Source: an optimization exercise on an open RTL-to-GDS flow (aim: small area and a short achievable clock period). Production flows keep margins and buffers that such runs may drop. The RTL was checked by simulation tests, not by an equivalence proof against the original design. Power figures rest on the tool's default switching activity, not on a simulated workload.

[design.v]
module gshare_fetch_predictor #(
    parameter int          HIST_BITS = 5,
    parameter logic [31:0] RESET_PC  = 32'h0000_0000
) (
    input  logic                 clk,
    input  logic                 Reset,
    input  logic                 PC_write,
    input  logic [31:0]          imem_inst,
    output logic [31:0]          pc_out,
    output logic [31:0]          IF_inst,
    output logic [31:0]          nextPC,
    output logic                 prediction,
    output logic [31:0]          branch_target,
    output logic [31:0]          updated_pc_IF,
    output logic [HIST_BITS-1:0] GHPT_index_IF,
    output logic [HIST_BITS-1:0] GHR_IF,
    output logic [HIST_BITS-1:0] G_BTB_index_IF,
    input  logic                 ex_valid,
    input  logic                 ex_taken,
    input  logic [31:0]          ex_target,
    input  logic [31:0]          ex_pc,
    input  logic [HIST_BITS-1:0] ex_GHPT_index,
    input  logic [HIST_BITS-1:0] ex_G_BTB_index,
    input  logic [HIST_BITS-1:0] ex_GHR,
    input  logic                 ex_mispredict,
    input  logic [31:0]          ex_correct_pc
);
    localparam int ENTRIES = 1 << HIST_BITS;
    localparam int TAG_LSB = HIST_BITS + 2;
    localparam int TAG_W   = 32 - TAG_LSB;
    logic [31:0]                     pc_q, pc_d;
    logic [HIST_BITS-1:0]            ghr_q, ghr_d;
    logic [ENTRIES-1:0][1:0]         pht_q, pht_d;
    logic [ENTRIES-1:0]              btb_vld_q, btb_vld_d;
    logic [ENTRIES-1:0][TAG_W-1:0]   btb_tag_q, btb_tag_d;
    logic [ENTRIES-1:0][31:0]        btb_tgt_q, btb_tgt_d;
    logic [HIST_BITS-1:0] btb_idx;
    logic [HIST_BITS-1:0] pht_idx;
    logic                 hit;
    logic [1:0]           ex_cnt;
    logic unused_ok;
    assign unused_ok = ^{ex_pc[TAG_LSB-1:0], ex_GHR[HIST_BITS-1]};
    assign btb_idx        = pc_q[TAG_LSB-1:2];
    assign pht_idx        = btb_idx ^ ghr_q;
    assign hit            = btb_vld_q[btb_idx] && (btb_tag_q[btb_idx] == pc_q[31:TAG_LSB]);
    assign prediction     = hit && pht_q[pht_idx][1];
    assign branch_target  = hit ? btb_tgt_q[btb_idx] : 32'd0;
    assign nextPC         = pc_q + 32'd4;
    assign updated_pc_IF  = prediction ? branch_target : nextPC;
    assign pc_out         = pc_q;
    assign IF_inst        = imem_inst;
    assign GHPT_index_IF  = pht_idx;
    assign GHR_IF         = ghr_q;
    assign G_BTB_index_IF = btb_idx;
    always_comb begin
        pc_d  = pc_q;
        ghr_d = ghr_q;
        if (ex_valid && ex_mispredict) begin
            pc_d  = ex_correct_pc;
            ghr_d = {ex_GHR[HIST_BITS-2:0], ex_taken};
        end else if (PC_write) begin
            pc_d = updated_pc_IF;
            if (hit) begin
                ghr_d = {ghr_q[HIST_BITS-2:0], prediction};
            end
        end
    end
    always_comb begin
        pht_d     = pht_q;
        btb_vld_d = btb_vld_q;
        btb_tag_d = btb_tag_q;
        btb_tgt_d = btb_tgt_q;
        ex_cnt    = pht_q[ex_GHPT_index];
        if (ex_valid) begin
            if (ex_taken) begin
                if (ex_cnt != 2'b11) pht_d[ex_GHPT_index] = ex_cnt + 2'd1;
                btb_vld_d[ex_G_BTB_index] = 1'b1;
                btb_tag_d[ex_G_BTB_index] = ex_pc[31:TAG_LSB];
                btb_tgt_d[ex_G_BTB_index] = ex_target;
            end else if (ex_cnt != 2'b00) begin
                pht_d[ex_GHPT_index] = ex_cnt - 2'd1;
            end
        end
    end
    always_ff @(posedge clk or posedge Reset) begin
        if (Reset) begin
            pc_q      <= RESET_PC;
            ghr_q     <= '0;
            pht_q     <= {ENTRIES{2'b01}};
            btb_vld_q <= '0;
        end else begin
            pc_q      <= pc_d;
            ghr_q     <= ghr_d;
            pht_q     <= pht_d;
            btb_vld_q <= btb_vld_d;
        end
    end
    always_ff @(posedge clk) begin
        btb_tag_q <= btb_tag_d;
        btb_tgt_q <= btb_tgt_d;
    end
endmodule
[run.sh]
#!/bin/bash
# synth_recipe.tcl (not shown) runs the flow's synth.tcl, then flattens the netlist and writes it again
# the make line also repeats each setting of config.mk as NAME=value (left out here)
make -C /OpenROAD-flow-scripts/flow DESIGN_CONFIG=/design/flow/config.mk WORK_HOME=/design/flow/orfs CLKGATE_MAP_FILE= SYNTH_SCRIPT=/design/flow/synth_recipe.tcl finish
[config.mk]
export PLATFORM = sky130hd
export DESIGN_NAME = gshare_fetch_predictor
export DESIGN_NICKNAME = gshare_fetch_predictor
export VERILOG_FILES = /design/flow/design.v
export SDC_FILE = /design/flow/constraint.sdc
export NUM_CORES = 4
export LEC_CHECK = 0
export CAP_MARGIN = 20
export CORE_MARGIN = 2
export CORE_UTILIZATION = 40
export SLEW_MARGIN = 20
[constraint.sdc]
create_clock -name core_clock -period 6.5 [get_ports {clk}]
set_input_delay 1.3000 -clock core_clock [delete_from_list [all_inputs] [get_ports {clk}]]
set_output_delay 1.3000 -clock core_clock [all_outputs]
set_load 0.01 [all_outputs]
==> out/qor.yml <==
timing:
  rsz0062_at_grt: "no"
  skew_ns: 0.04620
  period_share: 0.9868
  worstMarginPinSlew_ns: 1.211
  worst_slack_ns: 0.08583
  finalHoldViolations: 0
  maxSlewViolCount: 0
  tns_ns: 0
  relSlewSlack: 0.1906
  period_needed_ns: 6.414
  setup_viol: 0
  fmax_mhz: 155.9
clocking:
  cts_hold_buf: 0
  cts_tree: "done"
  clkSlewWorstSetupHoldPaths_ns: 0.06
  htree_levels: 4
  root_buffer: "clkbuf_16"
  cts_max_path_buffers: 3
  cts_buffers: 214
  cts_num_sinks: 1957
  insertion_delay_ns: 0.88
pwr:
  leakagePower_nw: 39.90
  power_density_nw_per_um2: 326.4
  ir_worst_vdd_mv: 0.3221
synthesis:
  ys_warn_count: 1
  synth_ff_type: "edfxtp_1"
  yosys_register_bits: 1957
  ys_types: 71
  syn-num-nets: 6676
  syn_area_per_cell_sq_um: 15.28
  yosysTopAreaCellShare: 0.5499
  synthesis.instances: 6520
  async_flop_share: 0.06796
  synth_area_leaders: "edfxtp_1 55%, mux2_2 16%, mux4_2 11%, dfrtp_1 2.5%, nand2_1 2.3%"
  netlist_area_sq_um: 99600
  synth_top_area_cell: "edfxtp_1"
  seq_area_frac_synth: 0.5837
  synth_edf_count: 1824
placement:
  io_buffers: 252
  dp_cells: 9827
  place.gp.congestion: 0.8538
  dpl.hpwl_um: 190000
  dp_slack_ns: 0.05910
global_routing:
  overflow: 0
  antenna_found_initial: 35
  grt_pass1_wl_um: 461400
  grt_start_max_net_pins: 98
  grt_pass1_vias: 62450
  grt_use_total: 0.2525
final_layout:
  drive_above_1_share: 0.4110
  nets: 6923
  syn2layout_area_growth_pct: 15.68
  n_fill_cell: 21590
  instances_no_fill: 10290
hold_path:
  hp-class: "reg -> reg"
routing:
  drt_wl_total_um: 324700
  vias: 62930
  drc: 0
  antenna_left: 0
  wl_per_cell_um: 31.56
  drtIter0Drc: 7505
  firstDrtPassIters: 7
  via_per_inst: 6.116
die:
  num_rows: 183
  die_w_um: 503.0
  ios: 325
  dieHeight_um: 503.0
  core_sq_um: 248200
  die_area_sq_um: 253000
  initial_core_util: 0.4013
worst_setup_path:
  cp-end-kind: "primary output"
  critPathArrivalTime_ns: 5.11
  worst-setup-path-type: "reg -> out"
  required_ns: 5.20
  worst_setup_path_start_kind: "flop"
  critPathMaxFanout: 23
outcome:
  outcome: "complete, no violations"
job:
  cap_viol_max_count: 0
[layout by cell type, fill, tap and decap left out, types with 14 or more instances in the layout]
master,instances
a21oi_1,91
a22oi_1,35
a31o_2,18
and3_1,15
buf_12,60
buf_16,15
buf_2,14
buf_4,302
clkbuf_1,63
clkbuf_16,216
clkdlybuf4s50_1,182
clkinv_1,41
clkinv_2,32
dfrtp_1,96
dfstp_2,32
diode_2,19
dlygate4sd2_1,51
edfxtp_1,1824
inv_1,16
mux2_2,1458
mux2i_1,196
mux4_2,474
nand2_1,595
nand3_1,22
nand3_2,16
nand4_1,17
nor2_1,82
nor2_4,23
nor3_1,22
nor3b_1,39
o21ai_0,428
o21ai_1,21
o21bai_1,22
o221ai_1,20
o22ai_1,22
xnor2_1,38
xor2_1,17
[state kept, by name (all words and copies together), names as in the netlist]
name / count
pht_q: 64
ghr_q: 5
btb_vld_q: 32
btb_tag_q: 800
btb_tgt_q: 1024
pc_q: 32
[routing by layer]
metal	routed length, um	track usage	share of wire
met5	67	0	0.00021
met4	15010	0.1026	0.046
met3	27170	0.05096	0.084
met2	155500	0.4118	0.48
met1	126900	0.3296	0.39
[per-stage QoR]
step / hold WS (ns) / util / instance area (sq um) / total power [mW]
global placement: 0.4371 / 0.4325 / 107300 / 25.28
CTS: 0.4571 / 0.4634 / 115000 / 37.75
global route: 0.4677 / 0.4641 / 115200 / 38.77
floorplan: 0.4271 / - / 99620 / 21.45
finish: 0.4518 / 0.4642 / 115200 / 37.60
detailed placement: 0.4440 / 0.4325 / 107300 / 25.41
[synthesized netlist by cell type (19+ instances only)]
cell and instances:
o221ai_1 21, buf_4 61, nand3_1 41, nor2_1 107, buf_2 86, nor3_1 24, xor2_1 21, buf_1 78
nor3b_1 39, o22ai_1 22, mux2i_1 200, a22oi_1 39, nand2_1 616, mux2_2 1458, inv_1 19, mux4_2 474
o21bai_1 22, clkbuf_1 382, a21oi_1 98, o21ai_0 428, edfxtp_1 1824, dfrtp_1 101, o21ai_1 21, dfstp_2 32
xnor2_1 43
[worst max-delay path, cell delays in order (launching register included)]
cell           delay, ns
dfrtp_4             0.64
buf_12              0.24
nand3b_1            0.32
buf_4               0.31
o221ai_1            0.20
a21oi_1             0.09
a21oi_2             0.29
xnor2_1             0.16
buf_4               0.19
nand4_1             0.17
nor4b_4             0.47
buf_12              0.20
buf_4               0.12
buf_8               0.17
and3_2              0.24
nor2_1              0.06
dlygate4sd2_1       0.29
[logic make-up after synthesis]
kind of cell,count (synthesis),synth area share
multiplexers,2139,0.2929
flip-flops,1957,0.5837
AND/OR/NAND/NOR,924,0.04021
AO/OA/AOI/OAI,785,0.04765
buffers and inverters,643,0.02867
XOR/XNOR,65,0.005904
adder cells (fa/ha/maj),7,0.0008793
[final timing paths]
kind | start | end | slack, ns | cells after the start
min | btb_vld_q[6] | btb_vld_q[6] | 0.45 | 1
max reg2reg | pc_q[2] | pc_q[4] | 1.98 | 16
max in group asynchronous | Reset | pc_q[6] | 4.01 | 3
min reg2reg | btb_vld_q[6] | btb_vld_q[6] | 0.45 | 1
min in group asynchronous | Reset | pht_q[17] | 1.14 | 2
max | pc_q[5] | updated_pc_IF[9] | 0.09 | 16
[layout make-up]
type                            count  area, sq um  area share
Sequential cell                  1957        58160      0.5048
Multi-Input combinational cell   3920        39400      0.3420
Timing Repair Buffer              652         6716     0.05830
Inverter                           22        103.9   0.0009014
Clock buffer                      286         5738     0.04980
Antenna cell                       19        47.55   0.0004127
Tap cell                         3330         4167     0.03616
Clock inverter                    102        883.3    0.007667
[repair_timing]
item	4_1_cts	5_1_grt
setup endpoints to repair	66	32
gates cloned	9	0
pin swaps	15	5
resized for setup	135	26
setup buffers	37	4
[power breakdown]
| group | switching [mW] | total, mW | internal, mW | leakage, nW |
|---|---|---|---|---|
| combinational | 5.75 | 10.6 | 4.81 | 17.9 |
| sequential | 0.525 | 15.2 | 14.7 | 18.7 |
| clock | 5.22 | 11.8 | 6.58 | 3.24 |
| total | 11.5 | 37.6 | 26.1 | 39.9 |

## what the ideal ports hide
Ports are ideal in the flow. The routed layout listed here was re-timed in OpenROAD. Step 1 sets driving cells, clkbuf_16 on the clock port and buf_2 on the other inputs (assumed; they add their load-dependent delay and slew). Step 2 moves the port delays by t, midway between the first and last clock arrival at a register: inputs arrive t later, outputs are due t later. That takes back most of the time a late clock gives input paths. Slacks: no drivers / after step 1 / after step 2; pairs: no drivers / after step 1.
t, ns: 0.951
slack for setup (ns): 0.086 / -0.004 / 0.766
worst setup path after step 2: input to register
latest minus earliest clock arrival (ns): 0.053 / 0.053
worst data-port slew with drivers (ns): 0.25
After both steps setup and hold are still met in this run. The setup slack of this run moves by -0.090 ns with the drivers and by +0.680 ns with both steps.
